This design comes from an exercise in tuning for small area and a short achievable clock period on the open sky130 flow, not from production work.
Where RTL was checked, it was by simulation tests only, not by an equivalence proof against the original.
Function not checked in run 6: the RTL went through the layout flow alone.
Power is estimated from default activity; no workload was simulated.

`flow/config.mk`:
```
export PLATFORM = sky130hd
export DESIGN_NAME = ex_stage
export DESIGN_NICKNAME = ex_stage
export VERILOG_FILES = /design/flow/design.v
export SDC_FILE = /design/flow/constraint.sdc
export NUM_CORES = 4
export LEC_CHECK = 0
export CAP_MARGIN = 20
export CORE_MARGIN = 2
export CORE_UTILIZATION = 40
export SETUP_SLACK_MARGIN = 3
export SLEW_MARGIN = 20
```
`flow/constraint.sdc`:
```
create_clock -name core_clock -period 8.0 [get_ports {clk}]
set_input_delay 1.6000 -clock core_clock [delete_from_list [all_inputs] [get_ports {clk}]]
set_output_delay 1.6000 -clock core_clock [all_outputs]
set_load 0.01 [all_outputs]
```
`flow/design.v`:
```
`timescale 1ns/1ps
`default_nettype none
package ex_cp0_pkg;
    typedef enum logic [4:0] {
        SYS = 5'd8,
        BP  = 5'd9,
        RI  = 5'd10,
        OV  = 5'd12
    } exc_code_t;
    typedef enum logic [4:0] {
        STATUS = 5'd12,
        CAUSE  = 5'd13,
        EPC    = 5'd14,
        EBASE  = 5'd15
    } cp0_idx_t;
    localparam int STATUS_EXL   = 1;
    localparam int CAUSE_IP_HI  = 15;  
    localparam int CAUSE_IP_LO  = 10;
    localparam int CAUSE_EXC_HI = 6;
    localparam int CAUSE_EXC_LO = 2;
endpackage
`default_nettype wire
`timescale 1ns/1ps
`default_nettype none
package ex_isa_pkg;
    typedef enum logic [5:0] {
        OP_SPECIAL = 6'h00, OP_J     = 6'h02, OP_JAL   = 6'h03, OP_BEQ  = 6'h04,
        OP_BNE     = 6'h05, OP_BLEZ  = 6'h06, OP_BGTZ  = 6'h07, OP_ADDI = 6'h08,
        OP_ADDIU   = 6'h09, OP_SLTI  = 6'h0a, OP_SLTIU = 6'h0b, OP_ANDI = 6'h0c,
        OP_ORI     = 6'h0d, OP_XORI  = 6'h0e, OP_LUI   = 6'h0f, OP_COP0 = 6'h10
    } opcode_t;
    typedef enum logic [5:0] {
        F_SLL     = 6'h00, F_SRL  = 6'h02, F_SRA  = 6'h03, F_SLLV = 6'h04,
        F_SRLV    = 6'h06, F_SRAV = 6'h07, F_JR   = 6'h08, F_JALR = 6'h09,
        F_SYSCALL = 6'h0c, F_BREAK = 6'h0d, F_ADD = 6'h20, F_ADDU = 6'h21,
        F_SUB     = 6'h22, F_SUBU = 6'h23, F_AND  = 6'h24, F_OR   = 6'h25,
        F_XOR     = 6'h26, F_NOR  = 6'h27, F_SLT  = 6'h2a, F_SLTU = 6'h2b
    } funct_t;
    localparam logic [4:0] RS_MF      = 5'b00000;
    localparam logic [4:0] RS_MT      = 5'b00100;
    localparam logic [5:0] ERET_FUNCT = 6'h18;
    typedef enum logic [3:0] {
        ALU, BRANCH, JUMP, JUMP_REG, MFC0, MTC0, ERET, SYSCALL, BREAK, RESERVED
    } instr_class_t;
    typedef enum logic [4:0] {
        ALU_ADD, ALU_ADDU, ALU_SUB, ALU_SUBU, ALU_AND, ALU_OR, ALU_XOR, ALU_NOR,
        ALU_SLL, ALU_SRL, ALU_SRA, ALU_SLLV, ALU_SRLV, ALU_SRAV, ALU_SLT, ALU_SLTU,
        ALU_ADDI, ALU_ADDIU, ALU_ANDI, ALU_ORI, ALU_XORI, ALU_SLTI, ALU_SLTIU, ALU_LUI
    } alu_op_t;
    typedef struct packed {
        logic                reg_write;
        logic [32-1:0] result;
    } wb_t;
    typedef struct packed {
        logic                  redirect;
        logic                  exception;
        logic [32-1:0]   target;
        logic [4:0]            code;
    } redirect_t;
endpackage
`default_nettype wire
`timescale 1ns/1ps
`default_nettype none
module ex_stage (
    input  logic                  clk,
    input  logic                  rst,
    input  logic [32-1:0]   instr_i,
    input  logic [32-1:0]   data_a_i,
    input  logic [32-1:0]   data_b_i,
    input  logic [32-1:0]   npc_i,
    input  logic                  valid_i,
    input  logic [5:0]            ip_i,
    output logic                  out_valid_o,
    output logic                  reg_write_o,
    output logic [32-1:0]   result_o,
    output logic                  redirect_o,
    output logic [32-1:0]   redirect_pc_o,
    output logic                  exception_o,
    output logic [4:0]            exc_code_o
);
    logic [5:0]  op, fn;
    logic [4:0]  rs, rd;
    logic [15:0] imm;
    assign op  = instr_i[31:26];
    assign fn  = instr_i[5:0];
    assign rs  = instr_i[25:21];
    assign rd  = instr_i[15:11];
    assign imm = instr_i[15:0];
    logic sp, i_alu, br, jmp, jreg, cop0, eret, mfc0, mtc0;
    logic sp_alu, sys, brk, rsv, ovf_cand;
    assign sp    = op == 6'h00;
    assign i_alu = op[5:3] == 3'b001;
    assign br    = op[5:2] == 4'b0001;
    assign jmp   = op[5:1] == 5'b00001;
    assign cop0  = op == 6'h10;
    assign eret  = cop0 & instr_i[25] & (fn == 6'h18);
    assign mfc0  = cop0 & (rs == 5'd0);
    assign mtc0  = cop0 & (rs == 5'd4);
    assign jreg  = sp & (fn[5:1] == 5'b00100);
    assign sys   = sp & (fn == 6'h0c);
    assign brk   = sp & (fn == 6'h0d);
    assign sp_alu = sp & ((fn[5:3] == 3'b100) | (fn[5:1] == 5'b10101) |
                          ((fn[5:3] == 3'b000) & (fn[1:0] != 2'b01)));
    assign rsv    = sp ? !(sp_alu | jreg | sys | brk)
                       : !(i_alu | br | jmp | eret | mfc0 | mtc0);
    assign ovf_cand = sp ? ((fn[5:3] == 3'b100) & !fn[2] & !fn[0]) : (op == 6'h08);
    logic [31:0] simm, zimm, bop, bx;
    logic        sub, uns;
    logic [33:0] sum_w;
    logic [31:0] sum;
    logic        cout, ovf, lts, lt, eq, le, taken;
    assign simm = {{16{imm[15]}}, imm};
    assign zimm = {16'd0, imm};
    assign bop  = op[3] ? (op[2] ? zimm : simm) : data_b_i;
    assign sub  = sp ? fn[1] : (op[3] ? op[1] : 1'b1);
    assign uns  = sp ? fn[0] : op[0];
    assign bx   = bop ^ {32{sub}};
    assign sum_w = {1'b0, data_a_i, 1'b1} + {1'b0, bx, sub};
    assign sum   = sum_w[32:1];
    assign cout  = sum_w[33];
    assign ovf   = ovf_cand & (data_a_i[31] == bx[31]) & (sum[31] != data_a_i[31]);
    assign lts   = (data_a_i[31] ^ bop[31]) ? data_a_i[31] : sum[31];
    assign lt    = uns ? !cout : lts;
    assign eq    = &(data_a_i ^ bx);
    assign le    = lts | eq;
    assign taken = op[1] ? (le ^ op[0]) : (eq ^ op[0]);
    logic [1:0]  lsel;
    logic [31:0] logic_r;
    assign lsel = sp ? fn[1:0] : op[1:0];
    always_comb begin
        case (lsel)
            2'b00:   logic_r = data_a_i & bop;
            2'b01:   logic_r = data_a_i | bop;
            2'b10:   logic_r = data_a_i ^ bop;
            default: logic_r = sp ? ~(data_a_i | bop) : {imm, 16'd0};
        endcase
    end
    logic [4:0]  s, r;
    logic        right, fill;
    logic [31:0] r0, r1, r2, r3, r4, keep, shift_r;
    assign s     = fn[2] ? data_a_i[4:0] : instr_i[10:6];
    assign right = fn[1];
    assign fill  = right & fn[0] & data_b_i[31];
    assign r     = right ? s : 5'd0 - s;
    assign r0 = r[0] ? {data_b_i[0],    data_b_i[31:1]} : data_b_i;
    assign r1 = r[1] ? {r0[1:0],  r0[31:2]}  : r0;
    assign r2 = r[2] ? {r1[3:0],  r1[31:4]}  : r1;
    assign r3 = r[3] ? {r2[7:0],  r2[31:8]}  : r2;
    assign r4 = r[4] ? {r3[15:0], r3[31:16]} : r3;
    always_comb begin
        for (int i = 0; i < 32; i++)
            keep[i] = right ? ({1'b0, s} <= 6'(31 - i)) : ({1'b0, s} <= 6'(i));
    end
    assign shift_r = (r4 & keep) | ({32{fill}} & ~keep);
    logic [29:0] k2;
    logic [31:0] npc_sum;
    assign k2      = br ? {{14{imm[15]}}, imm} : ((jreg | jmp) ? 30'd1 : {30{1'b1}});
    assign npc_sum = {npc_i[31:2] + k2, npc_i[1:0]};
    logic [31:0] status, epc, ebase, cause, cp0_rdata, vector;
    logic [5:0]  cause_ip;
    logic [3:0]  cause_exc;    
    assign cause  = {16'd0, cause_ip, 3'd0, 1'b0, cause_exc, 2'd0};
    assign vector = ebase + 32'h00000180;
    always_comb begin
        cp0_rdata = '0;
        if (rd[4:2] == 3'b011) begin
            case (rd[1:0])
                2'b00: cp0_rdata = status;
                2'b01: cp0_rdata = cause;
                2'b10: cp0_rdata = epc;
                2'b11: cp0_rdata = ebase;
            endcase
        end
    end
    logic s1, s0, live, exc, exc_enter, wr, redirect_d, exl;
    assign live      = valid_i & !(s1 | s0);
    assign exc       = sys | brk | rsv | ovf;
    assign exc_enter = live & exc;
    assign exl       = status[1];
    assign wr        = ((i_alu | sp_alu) & !ovf) | (jmp & op[0]) | (jreg & fn[0]) | mfc0;
    assign redirect_d = live & (exc | eret | jmp | jreg | (br & taken));
    always_ff @(posedge clk or negedge rst) begin
        if (!rst) begin
            s1 <= 1'b0;
            s0 <= 1'b0;
        end else begin
            s1 <= redirect_d | (!valid_i & s1);
            s0 <= valid_i ? s1 : s0;
        end
    end
    always_ff @(posedge clk or negedge rst) begin
        if (!rst) begin
            status    <= 32'h0000FA01;
            epc       <= '0;
            ebase     <= 32'h80001000;
            cause_ip  <= '0;
            cause_exc <= '0;
        end else begin
            cause_ip <= ip_i;
            if (exc_enter)
                cause_exc <= {1'b1, ovf_cand, rsv, brk};
            if (exc_enter && !exl) begin
                status[1] <= 1'b1;
                epc       <= npc_sum;
            end else if (live && eret) begin
                status[1] <= 1'b0;
            end else if (live && mtc0) begin
                case (rd)
                    5'd12: status <= data_b_i;
                    5'd14: epc    <= data_b_i;
                    5'd15: ebase  <= data_b_i;
                    default: ;
                endcase
            end
        end
    end
    logic sel_slt, sel_sum, sel_log, sel_sh, sel_link, sel_cp0;
    logic [31:0] result_d, target_d;
    assign sel_slt  = sp ? (fn[5] & fn[3])            : (op[3] & !op[2] & op[1]);
    assign sel_sum  = sp ? (fn[5] & !fn[3] & !fn[2])  : (op[3] & !op[2] & !op[1]);
    assign sel_log  = sp ? (fn[5] & !fn[3] & fn[2])   : (op[3] & op[2]);
    assign sel_sh   = sp & !fn[5] & !fn[3];
    assign sel_link = sp ? (!fn[5] & fn[3])           : (!op[3] & !op[4]);
    assign sel_cp0  = !sp & !op[3] & op[4];
    assign result_d = ({32{sel_sum}}  & sum)
                    | ({32{sel_log}}  & logic_r)
                    | ({32{sel_sh}}   & shift_r)
                    | {31'd0, sel_slt & lt}
                    | ({32{sel_link}} & npc_sum)
                    | ({32{sel_cp0}}  & cp0_rdata);
    always_comb begin
        if (br)        target_d = npc_sum;
        else if (jmp)  target_d = {npc_i[31:28], instr_i[25:0], 2'b00};
        else if (jreg) target_d = data_a_i;
        else if (eret) target_d = {epc[31:2], 2'b00};
        else           target_d = vector;
    end
    logic        valid_q, wr_q, redirect_q, exc_q;
    logic [31:0] result_q, target_q;
    always_ff @(posedge clk or negedge rst) begin
        if (!rst) valid_q <= 1'b0;
        else      valid_q <= valid_i;
    end
    always_ff @(posedge clk) begin
        wr_q       <= live & wr;
        redirect_q <= redirect_d;
        exc_q      <= exc_enter;
        result_q   <= result_d;
        target_q   <= target_d;
    end
    assign out_valid_o   = valid_q;
    assign reg_write_o   = wr_q;
    assign result_o      = result_q;
    assign redirect_o    = redirect_q;
    assign redirect_pc_o = target_q;
    assign exception_o   = exc_q;
    assign exc_code_o    = {1'b0, cause_exc};
endmodule
`default_nettype wire
```
`flow/run.sh`:
```
#!/bin/bash
# synth_recipe.tcl (not shown) runs the flow's synth.tcl, then flattens the netlist and writes it again
# the make line also repeats each setting of config.mk as NAME=value (left out here)
make -C /OpenROAD-flow-scripts/flow DESIGN_CONFIG=/design/flow/config.mk WORK_HOME=/design/flow/orfs CLKGATE_MAP_FILE= SYNTH_SCRIPT=/design/flow/synth_recipe.tcl finish
```
==> results.yml, run 1 <==
floorplan:
  core_um2: 44320
  die_area_um2: 46750
  initial_core_util: 0.4065
  die_y_um: 216.2
  io_pins: 210
  die_w_um: 216.2
  rows: 77
status:
  status: "no timing/DRC/antenna violations"
clocking:
  clkLatencyLatePin_ps: 500
  clk_pin_slew_ps: 80
  clockBufferDepth: 2
  numCtsBuffers: 17
  cts_htree_levels: 4
  clkSinkCount: 176
  cts-root-buf: "clkbuf_16"
  ctsHoldBuffers: 0
  cts_tree: "done"
setup_path:
  slowest_delay_ps: 520
  cp.buffers_inverters: 4
  worst_path_most_repeated_cell: "mux2i_1"
  worstSetupEndpointType: "register"
  crit_path_max_fanout: 8
  path_class: "primary input to register"
  cp_top_family: "multiplexers"
  worstPathCellList: "clkdlybuf4s50_1 -> buf_6 -> mux2_4 -> inv_1 -> ha_4 -> nor2_4 -> xnor2_4 -> buf_2 -> mux4_2 -> mux2i_1 -> mux2i_1 -> mux2i_1 -> mux2i_2 -> a221oi_2 -> o21ai_1"
  worst-endpoint-required_ps: 8360
  startpoint_type: "primary input"
  worstPathArrival_ps: 5370
  r2r_setup_slack_ps: 4700
  slowest_stage: "mux4_2"
yosys:
  synth_ff_type: "dfrtp_1"
  netlist_instances: 2138
  syn_area_um2: 18010
  synth_fp_nets: 2410
  ys_types: 86
  synthArstFlopShare: 0.6193
  synth_top_cells_by_area: "dfrtp_1 14%, ha_1 9.3%, dfxtp_1 7.4%, mux2i_1 6.7%, mux4_2 5.8%"
  synth.top_cell.area_share: 0.1389
  yosys_register_bits: 176
  yosys_warnings: 1
  post-synth-top-count-cell: "o21ai_0"
  synth_largest_area_cell: "dfrtp_1"
  synth_area_per_cell_um2: 8.426
  ys_seq_area_frac: 0.2265
  synth.top_cells.by_count: "167 x o21ai_0, 159 x nor2_1, 154 x a21oi_1, 152 x nand2_1, 134 x ha_1"
  synth_edf_count: 0
routing:
  vias_per_cell: 6.722
  num_vias: 19870
  wl_per_cell_um: 31.97
  drt_pass1_iterations: 8
  drt-total-wl_um: 94500
  drt_iter0_drc: 3036
  drc: 0
  ant_nets: 0
timing:
  finalCritPeriodShare: 0.6256
  fmax_mhz: 199.8
  tns_ps: 0
  finClkSkew_ps: 15.22
  slew_violations: 0
  hold_violations: 0
  finalSetupViolCount: 0
  period_minus_slack_ps: 5005
  maxSlewHeadroom: 0.2881
  rsz0062_at_grt: "true"
  tightest_slew_ps: 1068
final_layout:
  fin_nets: 2621
  final_cell_count_no_fill: 2956
  syn2layout_area_growth_pct: 28.08
  fillers: 4154
  drive_above_1_share: 0.2125
min_path:
  hold_path_class: "register to register"
global_routing:
  grt_usage: 0.3917
  grt_pass1_wl_um: 132100
  grt_antenna_before_repair: 4
  grt_pass1_vias: 18400
  overflow: 0
  grt_max_degree: 64
pwr:
  power_leakage_nw: 9.624
  pwr_density_cell_nw_per_um2: 172.8
  ir_worst_vdd_uv: 171.5
place:
  numPortBuffers: 208
  place_inst: 2857
  place.gp.congestion: 1.069
  hpwl_um: 71230
flow_run:
  maxCapViolations: 0
-- metrics by stage --
step	hold slack [ps]	area (um^2)	setup slack, ps	utilization	power (mW)
after floorplan	459.1	18270	2885	-	2.122
after global placement	485.7	20980	1315	0.4733	2.804
after detailed placement	494.4	20980	1197	0.4733	2.816
after CTS	511.1	22330	2915	0.5040	3.831
after global routing	530.9	23070	2898	0.5206	4.120
final	512.5	23070	2995	0.5206	3.987
-- flip-flops by register name, indices dropped and copies added (netlist names) --
| name | count |
|---|---|
| s0 | 1 |
| epc | 32 |
| cause_ip | 6 |
| cause_exc | 4 |
| status | 32 |
| wr_q | 1 |
| s1 | 1 |
| exc_q | 1 |
| redirect_q | 1 |
| ebase | 32 |
| target_q | 32 |
| result_q | 32 |
| valid_q | 1 |
-- power by group --
part           leakage (nW)  internal (mW)  switching, mW
Clock                 0.296          0.451          0.470
Combinational          7.38          0.794           1.16
Sequential             1.95           1.01         0.0994
Total                  9.62           2.26           1.73
-- what timing repair did --
| item | 4_1_cts | 5_1_grt |
|---|---|---|
| setup endpoints to repair | 93 | 81 |
| hold endpoints to repair | 0 | 0 |
| setup buffers | 31 | 27 |
| gates resized for setup | 123 | 122 |
| pin swaps | 22 | 28 |
| gates cloned | 4 | 3 |
-- worst paths after layout --
check / start / to / cells past startpoint
min reg2reg: status[22]$_DFFE_PN0P_ / status[22]$_DFFE_PN0P_ / 1
max reg2reg: ebase[9]$_DFFE_PN0P_ / target_q[30]$_DFF_P_ / 9
min in group asynchronous: rst / ebase[21]$_DFFE_PN0P_ / 1
max: data_a_i[1] / result_q[15]$_DFF_P_ / 15
min: status[22]$_DFFE_PN0P_ / status[22]$_DFFE_PN0P_ / 1
max in group asynchronous: rst / valid_q$_DFF_PN0_ / 2
-- layer usage --
layer	routed length [um]	GRT usage
met5	11	0
met4	5602	0.2034
met3	11870	0.1137
met2	38180	0.5433
met1	38840	0.5467
-- kinds of logic (layout without fill, tap and decap cells) --
family	Yosys count	after routing	share of synthesized area
compound gates	684	686	0.2533
xor+xnor	108	109	0.05292
fa+ha+maj	135	135	0.09418
buf+inv	260	480	0.05786
flops	176	176	0.2265
mux	257	257	0.1814
other cells	1	3	0.0002082
simple gates	517	518	0.1336
-- cell usage in the layout (no fill, tap or decap), types with 32 or more instances in the layout --
cell,n
clkdlybuf4s50_1,188
nor2_1,150
nand2_1,149
o21ai_0,138
a21oi_1,138
ha_1,124
buf_4,117
inv_1,102
dfrtp_1,100
mux2_2,88
mux2i_1,87
xnor2_1,72
dfxtp_1,67
nand3_1,48
mux4_2,46
a22oi_1,39
a211oi_1,36
a21o_1,33
o211ai_1,33
nor3_1,32
-- cell type report --
class                      count  area (um^2)  area share
multi-input combinational   1706        14030      0.6080
sequential                   176         4080      0.1768
timing repair buffer         344         3213      0.1393
tap                          592        740.7     0.03210
clock buffer                  17        425.4     0.01844
inverter                     104        395.4     0.01714
clock inverter                15        185.2    0.008026
antenna                        2        5.005   0.0002169
==> run 2: changes to the inputs <==
--- a/flow/config.mk
+++ b/flow/config.mk
@@ -8,5 +8,5 @@
 export CAP_MARGIN = 20
 export CORE_MARGIN = 2
 export CORE_UTILIZATION = 40
-export SETUP_SLACK_MARGIN = 3
+export SETUP_SLACK_MARGIN = 4
 export SLEW_MARGIN = 20
==> run 2 against run 1 <==
Flip-flop and latch count unchanged; largest cell class unchanged; combinational power increased by 38%; sequential power hardly changed; die area unchanged; worst setup slack improved by 240 ps; routed wire length increased by 8.4%; critical endpoint is now result_q[31]$_DFF_P_; still clean on timing, DRC and antenna; clock power rose by 3.4%.
==> results.yml, run 2 <==
yosys:
  ys_types: 86
  synth_fp_nets: 2410
  synth_adder_area_share: 0.09418
  synth_ff_type: "dfrtp_1"
  yosys_register_bits: 176
  synth_largest_area_cell: "dfrtp_1"
  synthArstFlopShare: 0.6193
  synth_top_family_by_area: "compound AO/OA/AOI/OAI gates"
  yosys.area_share.xor_xnor: 0.05292
  yosys_warnings: 1
  synth_top_cells_by_area: "dfrtp_1 14%, ha_1 9.3%, dfxtp_1 7.4%, mux2i_1 6.7%, mux4_2 5.8%"
  synth_compound_area_frac: 0.2533
  synth_area_per_cell_um2: 8.426
  syn_area_um2: 18010
  netlist_instances: 2138
  synth_edf_count: 0
  synth.top_cells.by_count: "167 x o21ai_0, 159 x nor2_1, 154 x a21oi_1, 152 x nand2_1, 134 x ha_1"
  ys_seq_area_frac: 0.2265
  post-synth-top-count-cell: "o21ai_0"
  synth-simple-area-share: 0.1336
  yosys-mux-area-fraction: 0.1814
  synth.top_cell.area_share: 0.1389
routing:
  drt_pass1_iterations: 10
  drc: 0
  num_vias: 21500
  drt-total-wl_um: 102400
  ant_nets: 0
  drt_iter0_drc: 3397
  vias_per_cell: 6.822
  wl_per_cell_um: 32.50
timing:
  slew_violations: 0
  period_minus_slack_ps: 4762
  fmax_mhz: 210.0
  maxSlewHeadroom: 0.2520
  tightest_slew_ps: 1113
  hold_violations: 0
  finalCritPeriodShare: 0.5953
  tns_ps: 0
  finalSetupViolCount: 0
  finClkSkew_ps: 23.12
  rsz0062_at_grt: "true"
clocking:
  cts_tree: "done"
  ctsHoldBuffers: 0
  clk_pin_slew_ps: 80
  cts-root-buf: "clkbuf_16"
  numCtsBuffers: 17
  clkLatencyLatePin_ps: 510
  cts_htree_levels: 4
  clkSinkCount: 176
  clockBufferDepth: 2
pwr:
  pwr_density_cell_nw_per_um2: 168.1
  power_leakage_nw: 11.46
  ir_worst_vdd_uv: 165.7
setup_path:
  worst-endpoint-required_ps: 8350
  slowest_delay_ps: 350
  rr_startpoint: "ebase[9]$_DFFE_PN0P_"
  startpoint_type: "primary input"
  reg2reg_to: "target_q[30]$_DFF_P_"
  path_class: "primary input to register"
  worstSetupEndpointType: "register"
  worstPathCellList: "buf_12 -> nor4_4 -> buf_4 -> nand2_4 -> nor2_4 -> nand2_4 -> nand2_8 -> nor2_1 -> ha_1 -> o211ai_1 -> nand2_1 -> a32oi_2 -> buf_6 -> o211ai_1 -> a211o_1 -> a31o_4 -> a21oi_4 -> xnor2_4 -> o2111ai_2"
  cp.buffers_inverters: 3
  worst-r2r-cell-count: 9
  worstPathArrival_ps: 5110
  cp_top_family: "compound AO/OA/AOI/OAI gates"
  crit_path_max_fanout: 8
  r2r_setup_slack_ps: 4740
  slowest_stage: "a211o_1"
min_path:
  hold_start: "status[31]$_DFFE_PN0P_"
  hold_depth: 1
  hold_end: "status[31]$_DFFE_PN0P_"
  hold_path_class: "register to register"
final_layout:
  layout_commonest_cell: "buf_4"
  syn2layout_area_growth_pct: 57.23
  stdcell_area_um2: 28320
  fin_nets: 2817
  most-common-layout-cells: "220 x buf_4, 167 x clkdlybuf4s50_1, 130 x nand2_1"
  drive_above_1_share: 0.3991
floorplan:
  die_w_um: 216.2
  initial_core_util: 0.4065
  io_pins: 210
  die_area_um2: 46750
  die_y_um: 216.2
  rows: 77
  core_um2: 44320
place:
  place.gp.congestion: 1.054
  numPortBuffers: 208
  hpwl_um: 70570
  postPlaceCellArea_um2: 21290
global_routing:
  grt_pass1_wl_um: 141600
  grt_pass1_vias: 20060
  grt_max_degree: 64
  grt_antenna_before_repair: 3
  overflow: 0
  grt_usage: 0.4188
flow_run:
  maxCapViolations: 0
status:
  status: "no timing/DRC/antenna violations"
run 2: cell counts after synthesis:
No cell type changed its count.
run 2: per-stage QoR:
| step | setup WS, ps | utilization | total power [mW] | hold slack (ps) | instances |
|---|---|---|---|---|---|
| after floorplan | 2886 | - | 2.180 | 459.1 | 2138 |
| after global placement | 1226 | 0.4802 | 2.848 | 486.0 | 2851 |
| after detailed placement | 1132 | 0.4804 | 2.858 | 493.1 | 2853 |
| after CTS | 3394 | 0.6010 | 4.395 | 511.1 | 3089 |
| after global routing | 3190 | 0.6391 | 4.883 | 531.9 | 3150 |
| final | 3238 | 0.6391 | 4.761 | 515.3 | 3151 |
run 2: where the power goes:
part           internal, mW  total (mW)  leakage, nW  switching, mW
combinational          1.23        2.70         9.21           1.47
clock                 0.487       0.952        0.305          0.465
sequential             1.01        1.10         1.95         0.0923
total                  2.73        4.76         11.5           2.03
run 2: cells by family after synthesis:
kind of cell	Yosys count
XOR/XNOR	108
buffers and inverters	260
other	1
AND/OR/NAND/NOR	517
multiplexers	257
adder cells (fa/ha/maj)	135
flip-flops	176
AO/OA/AOI/OAI	684
run 2: area by class of cell:
class                      count  area, um^2
antenna                        1       2.502
clock buffer                  18       439.2
clock inverter                14       193.9
fill                        3563       15990
inverter                     104       400.4
multi-input combinational   1708       16990
sequential                   176        4080
tap                          592       740.7
timing repair buffer         538        5478
run 2: per-layer routing:
| layer | track usage | wire [um] | vias up |
|---|---|---|---|
| li1 | - | - | 8889 |
| met1 | 0.5424 | 38120 | 10430 |
| met2 | 0.6069 | 42290 | 1730 |
| met3 | 0.1235 | 13730 | 444 |
| met4 | 0.2689 | 8232 | 4 |
| met5 | 0 | 23 | - |
run 2: worst max-delay path by stage:
stage / end / cells after the start / slack (ps) / from
after floorplan: epc[11]$_DFFE_PN0P_ / 18 / 2890 / instr_i[26]
after global placement: result_q[31]$_DFF_P_ / 16 / 1230 / instr_i[28]
after detailed placement: target_q[26]$_DFF_P_ / 17 / 1130 / instr_i[28]
after CTS: result_q[31]$_DFF_P_ / 19 / 3390 / instr_i[31]
after global routing: result_q[26]$_DFF_P_ / 17 / 3190 / instr_i[30]
final: result_q[31]$_DFF_P_ / 19 / 3240 / instr_i[30]
run 2: timing repair:
action,CTS,global route
pin swaps,187,130
gates cloned,19,0
hold endpoints to repair,0,0
gates resized for setup,672,228
endpoints found under the setup margin,168,137
setup buffers,185,61
==> run 3: changes to the inputs <==
--- a/flow/config.mk
+++ b/flow/config.mk
@@ -8,5 +8,4 @@
 export CAP_MARGIN = 20
 export CORE_MARGIN = 2
 export CORE_UTILIZATION = 40
-export SETUP_SLACK_MARGIN = 4
 export SLEW_MARGIN = 20
==> run 3 against run 2 <==
Largest cell class unchanged; largest power group unchanged; design area is 24% lower; clock skew is 2.3 ps higher; first-iteration DRC count decreased by 8.8%.
==> results.yml, run 3 <==
clocking:
  cts_tree: "done"
  numCtsBuffers: 17
  post_cts_resized: 0
  ctsHoldBuffers: 0
  clkSinkCount: 176
  cts_setup_buffers: 0
  cts_htree_levels: 4
  cts-root-buf: "clkbuf_16"
  clockBufferDepth: 2
  clk_pin_slew_ps: 80
  clkLatencyLatePin_ps: 520
yosys:
  synth_largest_area_cell: "dfrtp_1"
  synth_edf_count: 0
  synthArstFlopShare: 0.6193
  synth_area_per_cell_um2: 8.426
  synth_top_cells_by_area: "dfrtp_1 14%, ha_1 9.3%, dfxtp_1 7.4%, mux2i_1 6.7%, mux4_2 5.8%"
  netlist_instances: 2138
  synth_fp_nets: 2410
  synth_ff_type: "dfrtp_1"
  syn_area_um2: 18010
  synth.top_cells.by_count: "167 x o21ai_0, 159 x nor2_1, 154 x a21oi_1, 152 x nand2_1, 134 x ha_1"
  yosys_register_bits: 176
  post-synth-top-count-cell: "o21ai_0"
  ys_types: 86
  ys_seq_area_frac: 0.2265
  yosys_warnings: 1
  synth.top_cell.area_share: 0.1389
timing:
  period_minus_slack_ps: 6693
  slew_violations: 0
  rsz0062_at_grt: "false"
  tns_ps: 0
  finClkSkew_ps: 25.37
  maxSlewHeadroom: 0.1826
  tightest_slew_ps: 1226
  finalCritPeriodShare: 0.8366
  finalSetupViolCount: 0
  fmax_mhz: 149.4
  hold_violations: 0
pwr:
  power_leakage_nw: 9.049
  switching_power_mw: 1.622
  seq_power_share: 0.295
  pwr_density_cell_nw_per_um2: 175.0
  pwr-share-clk: 0.236
  internal_power_mw: 2.123
  p_sw_frac: 0.4332
  power_frac_comb: 0.469
  ir_worst_vdd_uv: 214.1
  power_mw: 3.745
setup_path:
  worst_path_most_repeated_cell: "nor2_1"
  slowest_delay_ps: 770
  worst-endpoint-required_ps: 8450
  startpoint_type: "primary input"
  slowest_stage: "nor2_1"
  crit_path_max_fanout: 42
  worstSetupEndpointType: "register"
  path_class: "primary input to register"
  worstPathArrival_ps: 7140
  worstPathCellList: "buf_2 -> nor2_1 -> a32oi_4 -> buf_12 -> xnor2_1 -> ha_1 -> a21oi_1 -> o21ai_0 -> a41oi_1 -> o221a_2 -> a2bb2oi_2 -> a21oi_4 -> buf_4 -> nor2_1 -> a221o_1"
final_layout:
  drive_above_1_share: 0.1281
  final_cell_count_no_fill: 2887
  antenna_cells: 0
  fillers: 4361
  most-common-layout-cells: "203 x clkdlybuf4s50_1, 167 x o21ai_0, 158 x nor2_1"
  layout_commonest_cell: "clkdlybuf4s50_1"
  syn2layout_area_growth_pct: 18.78
  fin_nets: 2554
global_routing:
  overflow: 0
  grt_antenna_before_repair: 2
  grt_max_degree: 76
  grt_pass1_vias: 17920
  grt_usage: 0.3881
  grt_pass1_wl_um: 129800
place:
  place.gp.congestion: 1.036
  hpwl_um: 71510
  numPortBuffers: 208
  place_inst: 2855
floorplan:
  die_area_um2: 46750
  rows: 77
  initial_core_util: 0.4065
  core_um2: 44320
  die_w_um: 216.2
  die_y_um: 216.2
  io_pins: 210
routing:
  drt_pass1_iterations: 9
  drt_iter0_drc: 3098
  vias_per_cell: 6.736
  wl_per_cell_um: 31.94
  ant_nets: 0
  drc: 0
  num_vias: 19450
  drt-total-wl_um: 92210
status:
  status: "no timing/DRC/antenna violations"
min_path:
  hold_path_class: "register to register"
flow_run:
  maxCapViolations: 0
==> run 3: area by class of cell <==
class                      count  area, um^2  area share
multi-input combinational   1702       13000      0.6073
sequential                   176        4080      0.1907
timing repair buffer         281        2620      0.1224
tap                          592       740.7     0.03462
clock buffer                  19       452.9     0.02117
inverter                     104       390.4     0.01824
clock inverter                13       118.9    0.005555
==> run 3: worst max-delay path, delay by kind of cell <==
kind | cells | cell delay [ps]
AO/OA/AOI/OAI | 8 | 2580
XOR/XNOR | 1 | 110
adder cells (fa/ha/maj) | 1 | 390
buffers and inverters | 3 | 1290
AND/OR/NAND/NOR | 2 | 1120
==> run 3: metal layers <==
metal	global-route usage	vias up	routed length, um
met5	0	-	0
met2	0.5325	1457	36660
met4	0.2304	0	6081
li1	-	8304	-
met1	0.5384	9468	37570
met3	0.1075	219	11900
==> run 3: logic make-up after synthesis <==
family,after synthesis,synth area share
mux,257,0.1814
compound gates,684,0.2533
other cells,1,0.0002082
fa+ha+maj,135,0.09418
flops,176,0.2265
simple gates,517,0.1336
xor+xnor,108,0.05292
buf+inv,260,0.05786
==> run 3: final timing paths <==
kind                                       start                       end  slack (ps)  depth (start not counted)
max                                  instr_i[29]        epc[5]$_DFFE_PN0P_        1310                         15
min                        status[2]$_DFFE_PN0P_     status[2]$_DFFE_PN0P_         510                          1
max reg2reg                 ebase[9]$_DFFE_PN0P_      target_q[30]$_DFF_P_        4830                          9
min reg2reg                status[2]$_DFFE_PN0P_     status[2]$_DFFE_PN0P_         510                          1
max in group asynchronous                    rst  cause_exc[3]$_DFFE_PN0N_        5610                          2
min in group asynchronous                    rst       epc[29]$_DFFE_PN0P_        1040                          1
==> run 3: power by group through the flow <==
| stage | clock network, mW | registers (mW) | logic, mW |
|---|---|---|---|
| after floorplan | 0 | 1.10 | 0.996 |
| after global placement | 0 | 1.12 | 1.68 |
| after global routing | 0.927 | 1.12 | 1.84 |
| after detailed placement | 0 | 1.12 | 1.68 |
| final | 0.883 | 1.10 | 1.76 |
| after CTS | 0.891 | 1.10 | 1.69 |
==> run 3: stage by stage <==
stage | setup slack (ps) | utilization | hold slack, ps | instance area (um^2)
6_report | 1307 | 0.4828 | 514.1 | 21400
5_1_grt | 1085 | 0.4828 | 521.8 | 21400
4_1_cts | 1500 | 0.4828 | 512.4 | 21400
3_5_place_dp | 961.0 | 0.4699 | 494.6 | 20830
3_3_place_gp | 1033 | 0.4699 | 482.5 | 20830
2_1_floorplan | 2395 | - | 459.1 | 18010
==> run 4: changes to the inputs <==
--- a/flow/design.v
+++ b/flow/design.v
@@ -112,8 +112,8 @@
     assign simm = {{16{imm[15]}}, imm};
     assign zimm = {16'd0, imm};
     assign bop  = op[3] ? (op[2] ? zimm : simm) : data_b_i;
-    assign sub  = sp ? fn[1] : (op[3] ? op[1] : 1'b1);
-    assign uns  = sp ? fn[0] : op[0];
+    assign sub  = op[3] ? op[1] : (op[2] | fn[1]);
+    assign uns  = op[3] ? op[0] : fn[0];
     assign bx   = bop ^ {32{sub}};
     assign sum_w = {1'b0, data_a_i, 1'b1} + {1'b0, bx, sub};
     assign sum   = sum_w[32:1];
@@ -126,32 +126,28 @@
     assign taken = op[1] ? (le ^ op[0]) : (eq ^ op[0]);
     logic [1:0]  lsel;
     logic [31:0] logic_r;
-    assign lsel = sp ? fn[1:0] : op[1:0];
+    assign lsel = op[3] ? op[1:0] : fn[1:0];
     always_comb begin
         case (lsel)
             2'b00:   logic_r = data_a_i & bop;
             2'b01:   logic_r = data_a_i | bop;
             2'b10:   logic_r = data_a_i ^ bop;
-            default: logic_r = sp ? ~(data_a_i | bop) : {imm, 16'd0};
+            default: logic_r = op[3] ? {imm, 16'd0} : ~(data_a_i | bop);
         endcase
     end
-    logic [4:0]  s, r;
+    logic [4:0]  s;
     logic        right, fill;
-    logic [31:0] r0, r1, r2, r3, r4, keep, shift_r;
+    logic [31:0] sx, sz, shift_r;
     assign s     = fn[2] ? data_a_i[4:0] : instr_i[10:6];
     assign right = fn[1];
     assign fill  = right & fn[0] & data_b_i[31];
-    assign r     = right ? s : 5'd0 - s;
-    assign r0 = r[0] ? {data_b_i[0],    data_b_i[31:1]} : data_b_i;
-    assign r1 = r[1] ? {r0[1:0],  r0[31:2]}  : r0;
-    assign r2 = r[2] ? {r1[3:0],  r1[31:4]}  : r1;
-    assign r3 = r[3] ? {r2[7:0],  r2[31:8]}  : r2;
-    assign r4 = r[4] ? {r3[15:0], r3[31:16]} : r3;
-    always_comb begin
-        for (int i = 0; i < 32; i++)
-            keep[i] = right ? ({1'b0, s} <= 6'(31 - i)) : ({1'b0, s} <= 6'(i));
-    end
-    assign shift_r = (r4 & keep) | ({32{fill}} & ~keep);
+    always_comb begin
+        for (int i = 0; i < 32; i++) sx[i] = right ? data_b_i[i] : data_b_i[31 - i];
+    end
+    assign sz = 32'($signed({fill, sx}) >>> s);
+    always_comb begin
+        for (int i = 0; i < 32; i++) shift_r[i] = right ? sz[i] : sz[31 - i];
+    end
     logic [29:0] k2;
     logic [31:0] npc_sum;
     assign k2      = br ? {{14{imm[15]}}, imm} : ((jreg | jmp) ? 30'd1 : {30{1'b1}});
==> flow/flow/run.sh (new file) <==
#!/bin/bash
# The standard layout (ORFS, standard synthesis script and steps) with three ORFS
# variables changed: no full-adder extraction (ADDER_MAP_FILE empty), Yosys's default
# carry-lookahead map instead of the Kogge-Stone one (SYNTH_OPERATIONS_ARGS set), and
# port buffers of the plain buffer cell. Registers, names and all later steps are the
# standard flow's. The full make output goes to standard.log in the work folder.
set -euo pipefail
bash standard.sh ADDER_MAP_FILE= SYNTH_OPERATIONS_ARGS=-noshare \
  "BUFFER_PORTS_ARGS=-buffer_cell sky130_fd_sc_hd__buf_2" finish > standard.log 2>&1
==> flow/standard.sh (new file) <==
#!/bin/bash
# synth_recipe.tcl (not shown) runs the flow's synth.tcl, then flattens the netlist and writes it again
# the make line also repeats each setting of config.mk as NAME=value (left out here)
make -C /OpenROAD-flow-scripts/flow DESIGN_CONFIG=/design/flow/config.mk WORK_HOME=/design/flow/orfs CLKGATE_MAP_FILE= SYNTH_SCRIPT=/design/flow/synth_recipe.tcl "${@:-finish}"
--- a/flow/config.mk
+++ b/flow/config.mk
@@ -5,7 +5,9 @@
 export SDC_FILE = /design/flow/constraint.sdc
 export NUM_CORES = 4
 export LEC_CHECK = 0
+export ABC_AREA = 1
 export CAP_MARGIN = 20
 export CORE_MARGIN = 2
 export CORE_UTILIZATION = 40
+export SETUP_SLACK_MARGIN = 4
 export SLEW_MARGIN = 20
removed: flow/run.sh
==> run 4 against run 3 <==
Design area down 1.8%; non-clock buffer count grew 60; worst setup slack gained 2600 ps; core utilization rose by 3.2 points; via count grew 15%; critical path depth stayed put; area after synthesis fell by 8.2%; critical path type unchanged.
==> results.yml, run 4 <==
status:
  status: "no timing/DRC/antenna violations"
yosys:
  ys_types: 62
  synth.top_cell.area_share: 0.2286
  synth_largest_area_cell: "nand2_1"
  synth_edf_count: 0
  synth_fp_nets: 3027
  yosys_register_bits: 176
  ys_seq_area_frac: 0.2467
  synth_area_per_cell_um2: 5.723
  synth.top_cells.by_count: "1007 x nand2_1, 354 x o21ai_0, 291 x inv_1, 231 x nor2_1, 225 x nand3_1"
  post-synth-top-count-cell: "nand2_1"
  synth_ff_type: "dfrtp_1"
  synth_top_cells_by_area: "nand2_1 23%, dfrtp_1 15%, o21ai_0 11%, dfxtp_1 8.1%, nand3_1 6.8%"
  syn_area_um2: 16540
  yosys_warnings: 1
  synthArstFlopShare: 0.6193
  netlist_instances: 2890
setup_path:
  worstPathArrival_ps: 4450
  cp_top_family: "compound AO/OA/AOI/OAI gates"
  cp.buffers_inverters: 6
  startpoint: "instr_i[6]"
  crit_path_max_fanout: 23
  startpoint_type: "primary input"
  worstPathCellList: "buf_2 -> inv_1 -> o21ai_4 -> buf_12 -> clkinvlp_4 -> o21ai_1 -> a21oi_1 -> inv_1 -> a21oi_1 -> inv_1 -> a21oi_1 -> o21ai_0 -> a211oi_2 -> a211oi_4 -> nand3_2"
  worstSetupEndpointType: "register"
  worst-endpoint-required_ps: 8370
  slowest_stage: "o21ai_0"
  path_class: "primary input to register"
  worst-path-stages: 15
  worst-r2r-cell-count: 15
  slowest_delay_ps: 530
  rr_startpoint: "ebase[7]$_DFFE_PN0P_"
pwr:
  ir_worst_vdd_uv: 126.2
  power_leakage_nw: 10.24
  pwr_density_cell_nw_per_um2: 147.1
timing:
  postLayoutSetupSlackWorst_ps: 3916
  tightest_slew_ps: 933.8
  finClkSkew_ps: 27.58
  hold_violations: 0
  rsz0062_at_grt: "true"
  fmax_mhz: 244.9
  tns_ps: 0
  period_minus_slack_ps: 4084
  finalCritPeriodShare: 0.5105
  finalSetupViolCount: 0
  slew_violations: 0
  maxSlewHeadroom: 0.3709
min_path:
  hold_path_class: "register to register"
  hold_depth: 2
  hold_start: "s1$_DFF_PN0_"
place:
  numPortBuffers: 208
  postPlaceCellArea_um2: 17810
  place.gp.congestion: 1.069
  hpwl_um: 72210
  pre_cts_ws_ps: 1499
final_layout:
  fin_nets: 3254
  layout_commonest_cell: "nand2_1"
  fillers: 4289
  final_util: 0.5144
  syn2layout_area_growth_pct: 27.00
  most-common-layout-cells: "918 x nand2_1, 306 x o21ai_0, 275 x inv_1"
  stdcell_area_um2: 21000
  drive_above_1_share: 0.2230
clocking:
  cts_htree_levels: 4
  clk_pin_slew_ps: 80
  ctsHoldBuffers: 0
  clkLatencyLatePin_ps: 510
  numCtsBuffers: 17
  clockBufferDepth: 2
  cts-root-buf: "clkbuf_16"
  cts_tree: "done"
  clkSinkCount: 176
global_routing:
  grt_max_degree: 70
  grt_usage: 0.4337
  overflow: 0
  grt_pass1_vias: 19900
  grt_antenna_before_repair: 5
  grt_pass1_wl_um: 135400
flow_run:
  maxCapViolations: 0
routing:
  drt_pass1_iterations: 8
  num_vias: 22370
  wl_per_cell_um: 26.80
  vias_per_cell: 6.103
  drt_iter0_drc: 3029
  ant_nets: 0
  drt-total-wl_um: 98230
  drc: 0
floorplan:
  core_um2: 40830
  initial_core_util: 0.4050
  die_area_um2: 42990
  die_y_um: 207.3
  io_pins: 210
  rows: 74
  die_w_um: 207.3
==> run 4: kinds of logic (layout without fill, tap and decap cells) <==
| logic type | Yosys count | count (layout) | synth area share |
|---|---|---|---|
| compound gates | 660 | 660 | 0.2292 |
| xor+xnor | 30 | 30 | 0.01634 |
| buf+inv | 456 | 690 | 0.1125 |
| flops | 176 | 176 | 0.2467 |
| mux | 3 | 3 | 0.001816 |
| other cells | 1 | 4 | 0.0002267 |
| simple gates | 1564 | 1570 | 0.3933 |
==> run 4: worst paths after layout <==
check	end	slack, ps
setup / recovery	result_q[31]$_DFF_P_	3920
hold / removal	s1$_DFF_PN0_	490
setup reg to reg	target_q[29]$_DFF_P_	4660
hold reg to reg	s1$_DFF_PN0_	490
max in group asynchronous	epc[26]$_DFFE_PN0P_	5600
min in group asynchronous	epc[16]$_DFFE_PN0P_	1160
==> run 4: power by group <==
group	internal, mW	switching [mW]	total [mW]	leakage (nW)
combinational	0.374	0.858	1.23	7.96
sequential	0.923	0.0191	0.942	1.99
clock	0.470	0.446	0.916	0.288
==> run 4: stage by stage <==
| stage | total power, mW | instances | hold slack [ps] |
|---|---|---|---|
| floorplan | 1.547 | 2890 | 447.9 |
| finish | 3.090 | 3665 | 486.0 |
| global placement | 1.939 | 3513 | 463.9 |
| CTS | 2.942 | 3612 | 486.4 |
| detailed placement | 1.941 | 3513 | 468.4 |
| global route | 3.194 | 3662 | 511.2 |
==> run 4: cell type report <==
cell class,instances,area [um^2],area share
Antenna cell,3,7.507,0.0003574
Clock buffer,20,436.7,0.02079
Clock inverter,12,148.9,0.007089
Inverter,309,1300,0.06189
Multi-Input combinational cell,2264,11850,0.5642
Sequential cell,176,4080,0.1943
Tap cell,532,665.6,0.03169
Timing Repair Buffer,341,2445,0.1164
Timing Repair inverter,8,68.82,0.003276
==> run 4: repair_timing <==
item,4_1_cts,5_1_grt
resized for setup,177,241
setup buffers,53,43
endpoints found under the setup margin,104,96
cloned,14,7
pin swaps,22,46
endpoints found under the hold margin,0,0
==> run 4: per-layer routing <==
metal	part of all wire	global-route usage	vias up
met2	0.41	0.6308	1571
met4	0.086	0.3108	2
met3	0.11	0.09849	351
li1	-	-	9927
met5	0.00013	0	-
met1	0.39	0.5649	10520
==> run 4: worst min-delay path: cells and delay by family (launching register included) <==
family / cells / cell delay (ps)
flip-flops: 1 / 350
AND/OR/NAND/NOR: 2 / 110
==> run 5: changes to the inputs <==
--- a/flow/config.mk
+++ b/flow/config.mk
@@ -9,5 +9,5 @@
 export CAP_MARGIN = 20
 export CORE_MARGIN = 2
 export CORE_UTILIZATION = 40
-export SETUP_SLACK_MARGIN = 4
+export SETUP_SLACK_MARGIN = 3.5
 export SLEW_MARGIN = 20
==> run 5 against run 4 <==
Clock skew down 2.2 ps; clock-buffer cell count unchanged; global-route usage down 1.2 points; power down 5.1%; clock power about the same; critical endpoint is now result_q[19]$_DFF_P_; via count down 3.4%; critical path type unchanged; first-iteration DRC count down 8.0%; worst hold slack about the same; combinational power down 13%; non-clock buffer count down 71; critical path depth up 2.
==> results.yml, run 5 <==
timing:
  tightest_slew_ps: 1109
  finClkSkew_ps: 25.41
  hold_violations: 0
  fmax_mhz: 224.1
  period_minus_slack_ps: 4463
  finalCritPeriodShare: 0.5579
  rsz0062_at_grt: "true"
  maxSlewHeadroom: 0.2543
  postLayoutSetupSlackWorst_ps: 3537
  slew_violations: 0
  finalSetupViolCount: 0
  tns_ps: 0
floorplan:
  die_y_um: 207.3
  io_pins: 210
  rows: 74
  initial_core_util: 0.4050
  core_um2: 40830
  die_area_um2: 42990
  die_w_um: 207.3
setup_path:
  path_class: "primary input to register"
  crit_end: "result_q[19]$_DFF_P_"
  worstSetupEndpointType: "register"
  slowest_delay_ps: 360
  rr_startpoint: "ebase[7]$_DFFE_PN0P_"
  cp.buffers_inverters: 6
  slowest_stage: "buf_4"
  cp_top_family: "buffers and inverters"
  startpoint: "instr_i[7]"
  r2r_setup_slack_ps: 4660
  worstPathArrival_ps: 4800
  worst_path_most_repeated_cell: "nand2_1"
  worst-path-stages: 17
  reg2reg_to: "target_q[29]$_DFF_P_"
  startpoint_type: "primary input"
  worst-endpoint-required_ps: 8340
  worstPathCellList: "buf_2 -> inv_1 -> o21ai_2 -> buf_4 -> clkinvlp_4 -> buf_4 -> buf_4 -> nand2_1 -> nand2_1 -> o21ai_0 -> nand2_1 -> a31oi_1 -> nand2_1 -> nand3_1 -> nand3_1 -> a21oi_1 -> o21ai_0"
  crit_path_max_fanout: 33
  worst-r2r-cell-count: 15
place:
  postPlaceCellArea_um2: 17810
  place.gp.congestion: 1.069
  hpwl_um: 72210
  pre_cts_ws_ps: 1499
  numPortBuffers: 208
clocking:
  cts_htree_levels: 4
  numCtsBuffers: 17
  cts-root-buf: "clkbuf_16"
  cts_tree: "done"
  clk_pin_slew_ps: 80
  clkSinkCount: 176
  clockBufferDepth: 2
  clkLatencyLatePin_ps: 510
routing:
  num_vias: 21610
  drt_pass1_iterations: 9
  drt_iter0_drc: 2786
  drt-total-wl_um: 94070
  drc: 0
  vias_per_cell: 6.025
  wl_per_cell_um: 26.23
  ant_nets: 0
flow_run:
  maxCapViolations: 0
global_routing:
  grt_pass1_wl_um: 131900
  grt_usage: 0.4218
  grt_pass1_vias: 19470
  grt_max_degree: 70
  overflow: 0
  grt_antenna_before_repair: 10
yosys:
  ys_seq_area_frac: 0.2467
  syn_area_um2: 16540
  yosys_warnings: 1
  synth_edf_count: 0
  synth.top_cells.by_count: "1007 x nand2_1, 354 x o21ai_0, 291 x inv_1, 231 x nor2_1, 225 x nand3_1"
  synth_fp_nets: 3027
  synth_largest_area_cell: "nand2_1"
  synthArstFlopShare: 0.6193
  synth.top_cell.area_share: 0.2286
  yosys_register_bits: 176
  synth_ff_type: "dfrtp_1"
  synth_area_per_cell_um2: 5.723
  post-synth-top-count-cell: "nand2_1"
  ys_types: 62
  synth_top_cells_by_area: "nand2_1 23%, dfrtp_1 15%, o21ai_0 11%, dfxtp_1 8.1%, nand3_1 6.8%"
  netlist_instances: 2890
final_layout:
  fin_nets: 3176
  stdcell_area_um2: 19150
  multi_input_area_um2: 10920
  seq_area_um2: 4080
  drive_above_1_share: 0.1461
  fillers: 4444
  most-common-layout-cells: "991 x nand2_1, 346 x o21ai_0, 284 x inv_1"
  final_util: 0.4690
  layout_commonest_cell: "nand2_1"
  syn2layout_area_growth_pct: 15.78
pwr:
  pwr_density_cell_nw_per_um2: 153.2
  ir_worst_vdd_uv: 125.9
  power_leakage_nw: 9.519
min_path:
  hold_path_class: "register to register"
status:
  status: "no timing/DRC/antenna violations"
run 5: changes by cell type in the layout (fill, tap and decap cells not counted), sizes merged, moves of 2 or more:
cell and delta:
clkinvlp -5, inv +4, bufbuf -4, nand2 -2, buf -68, clkinv -3
run 5: layout make-up:
cell class | instances | area share
Antenna cell | 2 | 0.0002614
Timing Repair inverter | 4 | 0.001438
Sequential cell | 176 | 0.2131
Clock inverter | 12 | 0.007776
Clock buffer | 20 | 0.02280
Inverter | 309 | 0.06384
Tap cell | 532 | 0.03476
Timing Repair Buffer | 270 | 0.08599
Multi-Input combinational cell | 2261 | 0.5700
run 5: layer usage:
layer,share of wire,track usage
met3,0.12,0.1092
met2,0.41,0.6168
met4,0.084,0.3079
met5,0.00060,0
met1,0.38,0.5361
run 5: worst min-delay path by stage:
stage / start / slack, ps / cells after the start / to
floorplan: status[2]$_DFFE_PN0P_ / 450 / 2 / status[2]$_DFFE_PN0P_
global placement: status[2]$_DFFE_PN0P_ / 460 / 2 / status[2]$_DFFE_PN0P_
detailed placement: s1$_DFF_PN0_ / 470 / 2 / s1$_DFF_PN0_
CTS: epc[1]$_DFFE_PN0P_ / 490 / 2 / epc[1]$_DFFE_PN0P_
global route: ebase[22]$_DFFE_PN0P_ / 510 / 2 / ebase[22]$_DFFE_PN0P_
finish: s1$_DFF_PN0_ / 490 / 2 / s1$_DFF_PN0_
run 5: worst min-delay path: stages, from the launching register on:
cell     delay, ps
dfrtp_1        350
nand2_1         60
nand2_1         50
run 5: per-stage QoR:
| stage | power [mW] | instances | hold WS, ps |
|---|---|---|---|
| final | 2.933 | 3586 | 485.6 |
| after floorplan | 1.547 | 2890 | 447.9 |
| after detailed placement | 1.941 | 3513 | 468.4 |
| after CTS | 2.862 | 3558 | 486.4 |
| after global routing | 3.037 | 3584 | 511.2 |
| after global placement | 1.939 | 3513 | 463.9 |
run 5: what timing repair did:
| action | in CTS | in global routing |
|---|---|---|
| cloned | 4 | 5 |
| endpoints found under the setup margin | 101 | 87 |
| hold buffers | 0 | 0 |
| setup buffers | 9 | 21 |
| pin swaps | 4 | 6 |
| gates resized for setup | 32 | 73 |
run 5: cell families after synthesis:
kind of cell    after synthesis  synth area share
compound gates              660            0.2292
buf+inv                     456            0.1125
other cells                   1         0.0002267
simple gates               1564            0.3933
flops                       176            0.2467
xor+xnor                     30           0.01634
mux                           3          0.001816
run 5: where the power goes:
group	total, mW	internal, mW	switching (mW)
combinational	1.07	0.297	0.777
clock	0.917	0.470	0.447
sequential	0.942	0.923	0.0191
==> run 6: changes to the inputs <==
--- a/flow/design.v
+++ b/flow/design.v
@@ -152,8 +152,11 @@
     logic [31:0] npc_sum;
     assign k2      = br ? {{14{imm[15]}}, imm} : ((jreg | jmp) ? 30'd1 : {30{1'b1}});
     assign npc_sum = {npc_i[31:2] + k2, npc_i[1:0]};
+    logic        valid_q, wr_q, redirect_q, exc_q;
+    logic [31:0] result_q, target_q;
     logic [31:0] status, epc, ebase, cause, cp0_rdata, vector;
     logic [5:0]  cause_ip;
+    logic        epc_pend;
     logic [3:0]  cause_exc;    
     assign cause  = {16'd0, cause_ip, 3'd0, 1'b0, cause_exc, 2'd0};
     assign vector = ebase + 32'h00000180;
@@ -191,13 +194,16 @@
             ebase     <= 32'h80001000;
             cause_ip  <= '0;
             cause_exc <= '0;
+            epc_pend  <= 1'b0;
         end else begin
             cause_ip <= ip_i;
             if (exc_enter)
                 cause_exc <= {1'b1, ovf_cand, rsv, brk};
+            epc_pend <= exc_enter && !exl;
+            if (epc_pend)
+                epc <= target_q;
             if (exc_enter && !exl) begin
                 status[1] <= 1'b1;
-                epc       <= npc_sum;
             end else if (live && eret) begin
                 status[1] <= 1'b0;
             end else if (live && mtc0) begin
@@ -225,14 +231,11 @@
                     | ({32{sel_link}} & npc_sum)
                     | ({32{sel_cp0}}  & cp0_rdata);
     always_comb begin
-        if (br)        target_d = npc_sum;
-        else if (jmp)  target_d = {npc_i[31:28], instr_i[25:0], 2'b00};
+        if (jmp)       target_d = {npc_i[31:28], instr_i[25:0], 2'b00};
         else if (jreg) target_d = data_a_i;
         else if (eret) target_d = {epc[31:2], 2'b00};
-        else           target_d = vector;
-    end
-    logic        valid_q, wr_q, redirect_q, exc_q;
-    logic [31:0] result_q, target_q;
+        else           target_d = npc_sum;
+    end
     always_ff @(posedge clk or negedge rst) begin
         if (!rst) valid_q <= 1'b0;
         else      valid_q <= valid_i;
@@ -248,7 +251,7 @@
     assign reg_write_o   = wr_q;
     assign result_o      = result_q;
     assign redirect_o    = redirect_q;
-    assign redirect_pc_o = target_q;
+    assign redirect_pc_o = exc_q ? vector : target_q;
     assign exception_o   = exc_q;
     assign exc_code_o    = {1'b0, cause_exc};
 endmodule
==> run 6 against run 5 <==
Worst hold slack better by 7.5 ps; first-iteration DRC count fell by 4.1%; core utilization fell by 0.60 points; combinational power rose by 19%; critical endpoint is now redirect_pc_o[22].
==> results.yml, run 6 <==
timing:
  tightest_slew_ps: 925.5
  hold_violations: 0
  slew_violations: 0
  period_minus_slack_ps: 4399
  finClkSkew_ps: 18.94
  tns_ps: 0
  fmax_mhz: 227.3
  rsz0062_at_grt: "true"
  finalSetupViolCount: 0
  maxSlewHeadroom: 0.3765
  finalCritPeriodShare: 0.5499
setup_path:
  worst-endpoint-required_ps: 6400
  worstSetupEndpointType: "output pin"
  crit_path_max_fanout: 5
  startpoint_type: "register"
  slowest_delay_ps: 510
  cp.buffers_inverters: 1
  slowest_stage: "dfrtp_1"
  cp_top_family: "simple AND/OR/NAND/NOR gates"
  path_class: "register to output pin"
  worstPathCellList: "nand3_4 -> nor2_4 -> nand4_1 -> nor2_2 -> nand2_2 -> nor2_4 -> nand2_2 -> nor2_4 -> nand2_2 -> nor2_4 -> xor2_1 -> nand2_1 -> o21ai_2 -> buf_2"
  worstPathArrival_ps: 2800
  worst_path_most_repeated_cell: "nor2_4"
  worst-r2r-cell-count: 7
  worst-path-stages: 14
yosys:
  synth_edf_count: 0
  synth_adder_area_share: 0
  netlist_instances: 2914
  yosys-mux-area-fraction: 0.005968
  synth_area_per_cell_um2: 5.755
  synth.top_cells.by_count: "982 x nand2_1, 397 x o21ai_0, 289 x inv_1, 214 x nand3_1, 198 x nor2_1"
  synth_fp_nets: 3051
  yosys_warnings: 1
  synth_ff_type: "dfrtp_1"
  synth_compound_area_frac: 0.2345
  yosys.area_share.xor_xnor: 0.02298
  post-synth-top-count-cell: "nand2_1"
  ys_seq_area_frac: 0.2448
  synthArstFlopShare: 0.6215
  yosys_register_bits: 177
  synth.top_cell.area_share: 0.2198
  synth_top_cells_by_area: "nand2_1 22%, dfrtp_1 15%, o21ai_0 12%, dfxtp_1 8.0%, inv_1 6.5%"
  ys_types: 63
  synth_largest_area_cell: "nand2_1"
  syn_area_um2: 16770
  synth-simple-area-share: 0.3776
  synth_top_family_by_area: "simple AND/OR/NAND/NOR gates"
pwr:
  pwr_density_cell_nw_per_um2: 174.6
  power_leakage_nw: 9.418
  power_mw: 3.368
  ir_worst_vdd_uv: 148.0
final_layout:
  seq_area_um2: 4110
  final_cell_count_no_fill: 3600
  syn2layout_area_growth_pct: 15.03
  fillers: 4595
  fin_nets: 3185
  drive_above_1_share: 0.1437
  stdcell_area_um2: 19290
  antenna_cells: 0
  most-common-layout-cells: "971 x nand2_1, 390 x o21ai_0, 285 x inv_1"
  layout_commonest_cell: "nand2_1"
  multi_input_area_um2: 11070
status:
  status: "no timing/DRC/antenna violations"
global_routing:
  overflow: 0
  grt_usage: 0.4123
  grt_pass1_vias: 19530
  grt_max_degree: 80
  grt_pass1_wl_um: 129500
  grt_antenna_before_repair: 3
place:
  place_inst: 3534
  place.gp.congestion: 1.009
  postPlaceCellArea_um2: 18020
  hpwl_um: 70500
  numPortBuffers: 208
flow_run:
  maxCapViolations: 0
clocking:
  clkLatencyLatePin_ps: 530
  ctsHoldBuffers: 0
  clkSinkCount: 177
  cts-root-buf: "clkbuf_16"
  cts_tree: "done"
  clk_pin_slew_ps: 80
  cts_htree_levels: 4
  clockBufferDepth: 2
  numCtsBuffers: 17
floorplan:
  core_um2: 41670
  die_w_um: 208.8
  die_area_um2: 43580
  io_pins: 210
  die_y_um: 208.8
  rows: 75
  initial_core_util: 0.4025
routing:
  vias_per_cell: 5.971
  drc: 0
  drt_iter0_drc: 2673
  ant_nets: 0
  drt_pass1_iterations: 6
  drt-total-wl_um: 92490
  wl_per_cell_um: 25.69
  num_vias: 21490
min_path:
  hold_path_class: "register to register"
  hold_depth: 2
## run 6: cell count changes in the layout (fill, tap and decap cells not counted), sizes merged, moves of 11 or more
cell / before / now
o21ai: 375 / 420
nor2: 241 / 208
nand4: 12 / 32
o21bai: 7 / 24
nand3: 235 / 219
a21oi: 119 / 105
nand2: 1026 / 1012
a31oi: 16 / 29
o211ai: 45 / 33
xor2: 21 / 33
inv: 308 / 319
## run 6: worst register-to-register path, cell delays in order (launching register included)
cell and delay (ps):
dfrtp_1 390, nor2_1 130, nand2_1 120, inv_1 240, nand2_1 230, nor3_4 530
buf_4 550, o21ai_0 220
## run 6: final cells by class
cell class | instances | share of cell area
Clock buffer | 18 | 0.02277
Clock inverter | 14 | 0.009145
Inverter | 315 | 0.06272
Multi-Input combinational cell | 2270 | 0.5736
Sequential cell | 177 | 0.2131
Tap cell | 539 | 0.03496
Timing Repair Buffer | 264 | 0.08295
Timing Repair inverter | 3 | 0.0007783
## run 6: cell families after synthesis
group,after synthesis
DFF,177
muxes,10
xor gates and xnor gates,44
other,1
and+or+nand+nor,1516
buffers and inverters,472
AOI/OAI and AO/OA,694
## run 6: stage by stage
stage                     hold slack, ps    util  setup WS (ps)
after global routing               515.4  0.4630           3454
final                              493.2  0.4630           3601
after floorplan                    447.9       -           4021
after CTS                          487.1  0.4553           3451
after global placement             463.3  0.4325           1871
after detailed placement           468.8  0.4325           1746
## run 6: path summary, 6_finish.rpt
kind	startpoint	end	slack, ps
hold reg to reg	status[26]$_DFFE_PN0P_	status[26]$_DFFE_PN0P_	490
hold / removal	status[26]$_DFFE_PN0P_	status[26]$_DFFE_PN0P_	490
max in group asynchronous	rst	epc[6]$_DFF_PN0_	5590
setup / recovery	ebase[9]$_DFFE_PN0P_	redirect_pc_o[22]	3600
setup reg to reg	s1$_DFF_PN0_	epc[28]$_DFF_PN0_	5450
min in group asynchronous	rst	epc[27]$_DFF_PN0_	1170
## run 6: power breakdown
| group | switching (mW) | internal (mW) |
|---|---|---|
| logic | 0.886 | 0.381 |
| registers | 0.136 | 1.03 |
| clock network | 0.478 | 0.459 |
| total | 1.50 | 1.87 |
## run 6: layer usage
metal / share of wire / vias to the layer above / global-route usage
met2: 0.44 / 1286 / 0.6507
li1: - / 9846 / -
met5: 0.00014 / - / 0
met4: 0.078 / 2 / 0.2882
met1: 0.39 / 10080 / 0.5214
met3: 0.084 / 278 / 0.05756
## run 6: what timing repair did
item,in CTS,in global routing
setup endpoints to repair,76,56
buffers inserted,19,6
pin swaps,8,13
cloned,3,6
resized for setup,35,57

==> afterwards: timing with drivers on the ports <==
Ports are ideal in the flow. The routed layouts listed here were re-timed in OpenROAD. Step 1 assumes that a clkbuf_16 drives the clock port and a buf_2 every other input. Step 2, shift: input delay + t, output delay - t, t = (earliest + latest rising clock arrival at the registers) / 2. This alone moves slack from input paths to output paths. Three values: no drivers, after step 1, after step 2; two values: the first two.
| run | t, ns | setup WS [ns] | pins driven straight from the clock port |
|---|---|---|---|
| run 1 | 0.554 | 2.995 / 3.031 / 2.476 | 1 |
| run 2 | 0.554 | 3.238 / 3.239 / 2.685 | 1 |
| run 3 | 0.565 | 1.307 / 1.301 / 0.736 | 1 |
| run 4 | 0.560 | 3.916 / 3.824 / 3.264 | 1 |
| run 5 | 0.555 | 3.537 / 3.531 / 2.976 | 1 |
| run 6 | 0.574 | 3.601 / 3.542 / 3.038 | 1 |
After both steps every run listed still meets setup and hold. For run 4, which loses most, drivers alone change the setup slack by -0.092 ns; drivers and shift together by -0.652 ns.
